Background: an optimization exercise with open tools, aiming at small area, a short achievable clock period and few clock cycles per item. Do not read the settings as production practice.
In this exercise RTL edits were held to simulation tests only and were not proved equivalent to the original.

## the previous run
// shuffled_combined_lcg_generator
module shuffled_combined_lcg_generator #(
  parameter int unsigned TABLE_SIZE = sclg_pkg::DEF_TABLE_SIZE
) (
  input  logic        clk_i,
  input  logic        rst_ni,
  input  logic        s_axis_tvalid,
  output logic        s_axis_tready,
  input  logic [31:0] s_axis_tdata,    
  input  logic        s_axis_tuser,    
  output logic        m_axis_tvalid,
  input  logic        m_axis_tready,
  output logic [31:0] m_axis_tdata     
);
Settings: LEC_CHECK=0, CAP_MARGIN=20, CORE_MARGIN=2, CORE_UTILIZATION=40, SETUP_SLACK_MARGIN=5, SLEW_MARGIN=20; clock period 12.0 ns.
run.sh (not shown) runs the stock make flow with config.mk's settings and CLKGATE_MAP_FILE= SYNTH_SCRIPT=/design/flow/synth_recipe.tcl, a recipe that flattens the netlist after the stock synthesis.
The previous run: flow completed, timing, DRC and antenna clean
Testbench counts of the previous run, summed over its fixed seeds: cycles 12,363, items 9,600.
Inputs modified between the previous run and the current run:
diff --git a/flow/config.mk b/flow/config.mk
--- a/flow/config.mk
+++ b/flow/config.mk
@@ -11 +10,0 @@
-export SETUP_SLACK_MARGIN = 5
Notes after the runs:
The previous run was larger in final cell area than the current run. Comparing the previous run against the current run, there is no change at all in adder-cell area share of the yosys netlist. Compared with the previous run, in the current run multi-input combinational gate total was more or less identical; count of vias placed by the detailed router has decreased.

---

Setup of main:
Another version of the RTL of shuffled_combined_lcg_generator (not shown whole).
Size: roughly 6300 cells after synthesis, roughly 1200 flip-flops, roughly 71 I/O pins, about 71000 µm² of cells after synthesis.
export LEC_CHECK = 0
export CAP_MARGIN = 20
export CORE_MARGIN = 2
export CORE_UTILIZATION = 55
export SETUP_SLACK_MARGIN = 5
export SLEW_MARGIN = 20
create_clock -name core_clock -period 12.0 [get_ports {clk_i}]
standard.sh (not shown) runs the stock make flow with config.mk's settings and CLKGATE_MAP_FILE= SYNTH_SCRIPT=/design/flow/synth_recipe.tcl, a recipe that flattens the netlist after the stock synthesis.
==> flow/flow/run.sh <==
#!/bin/bash
# Own flow: the standard layout (standard synthesis unchanged), with the
# resizer allowed to change a cell's footprint when it repairs timing, and
# a setup margin so that it keeps repairing below the clock period.
# make's full output goes to standard.log; ORFS writes each step's log
# under orfs/logs/.
set -euo pipefail
bash standard.sh MATCH_CELL_FOOTPRINT=0 SETUP_SLACK_MARGIN=6.5 finish > standard.log 2>&1
Testbench counts of main, summed over its fixed seeds: cycles 12,363, items 9,600.
--- input diff main..the feature branch ---
==> flow/run.sh (new file) <==
#!/bin/bash
# synth_recipe.tcl (not shown) runs the flow's synth.tcl, then flattens the netlist and writes it again
# the make line also repeats each setting of config.mk as NAME=value (left out here)
make -C /OpenROAD-flow-scripts/flow DESIGN_CONFIG=/design/flow/config.mk WORK_HOME=/design/flow/orfs CLKGATE_MAP_FILE= SYNTH_SCRIPT=/design/flow/synth_recipe.tcl finish
removed: flow/flow/run.sh
removed: flow/standard.sh
==> comparison <==
- Sort the feature branch and main by total non-filler cell area in the finished layout, descending, and main comes first.
- The feature branch ended with less global-route usage than main.
- Per-cell routed wire length delta (main -> the feature branch): insignificant
- Final weighted congestion in routability-driven placement, the feature branch vs main: down by a few percent
- The feature branch against main: delay of the slowest critical-path stage grew by 260 ps, met1 capacity usage during global routing went down.

---

## v6
shuffled_combined_lcg_generator, a different RTL version from the one above (not shown whole).
Size: about 6300 cells after synthesis, about 1200 flip-flops, about 71 I/O pins.
Settings: LEC_CHECK=0, CAP_MARGIN=20, CORE_MARGIN=2, CORE_UTILIZATION=55, CTS_BUF_LIST=sky130_fd_sc_hd__clkbuf_8, SETUP_SLACK_MARGIN=5, SLEW_MARGIN=20; clock period 12.0 ns.
run.sh (not shown) runs the stock make flow with config.mk's settings and CLKGATE_MAP_FILE= SYNTH_SCRIPT=/design/flow/synth_recipe.tcl, a recipe that flattens the netlist after the stock synthesis.
Stock flow here: none of the scripts above is used.
Testbench counts of v6, summed over its fixed seeds: cycles 12,363, items 9,600.
#### Input delta (v7 over v6)
- a deleted CTS_BUF_LIST that had been sky130_fd_sc_hd__clkbuf_8
Results
Looking at time the final worst path needs with I/O delays and setup, v7 sits 0.059 ns below v6.
Going from v6 to v7, the number of inserted filler cells in the final layout was found to have gone down by 127.
Compared to v6, v7 shows a wider setup margin.
From v7 to v6, pre-CTS setup slack did not move at all.
Compared with v6, v7 shows cell count along the critical path lower by 11.
Footprint of the multi-input gates delta (v7 -> v6): insignificant
v6 and v7 ended up with roughly the same design area.
On global-route track usage on met1, v6 and v7 are neck and neck.

what the ideal ports hide:
In the flow no input, the clock included, has a driving cell. The finished layouts below were timed again as built, in two steps.
Step 1 sets driving cells, clkbuf_16 on the clock port and buf_2 on the other inputs (assumed; they add their load-dependent delay and slew).
Step 2 moves the port delays by t, midway between the first and last clock arrival at a register: inputs arrive t later, outputs are due t later. That takes back most of the time a late clock gives input paths.
Slacks: ideal / step 1 / step 2; pairs: ideal / step 1.
run | t (ns) | slack for setup (ns) | worst register clock-pin slew, ns | worst data-port slew with drivers (ns) | pins driven straight from the clock port
the previous run | 0.834 | 3.028 / 3.028 / 3.028 | 0.07 / 0.07 | 0.15 | 1
the current run | 0.825 | 1.201 / 1.201 / 1.201 | 0.07 / 0.07 | 0.04 | 1
main | 0.835 | 5.439 / 5.439 / 5.439 | 0.08 / 0.08 | 0.04 | 1
the feature branch | 0.827 | 5.104 / 5.104 / 5.104 | 0.08 / 0.08 | 0.04 | 1
v6 | 1.002 | 5.099 / 5.099 / 5.099 | 0.09 / 0.09 | 0.04 | 1
v7 | 0.827 | 5.158 / 5.126 / 5.126 | 0.07 / 0.07 | 0.04 | 1
After both steps setup and hold are still met in every run listed. For v7, which loses most, drivers alone change the setup slack by -0.032 ns; drivers and shift together by -0.032 ns.
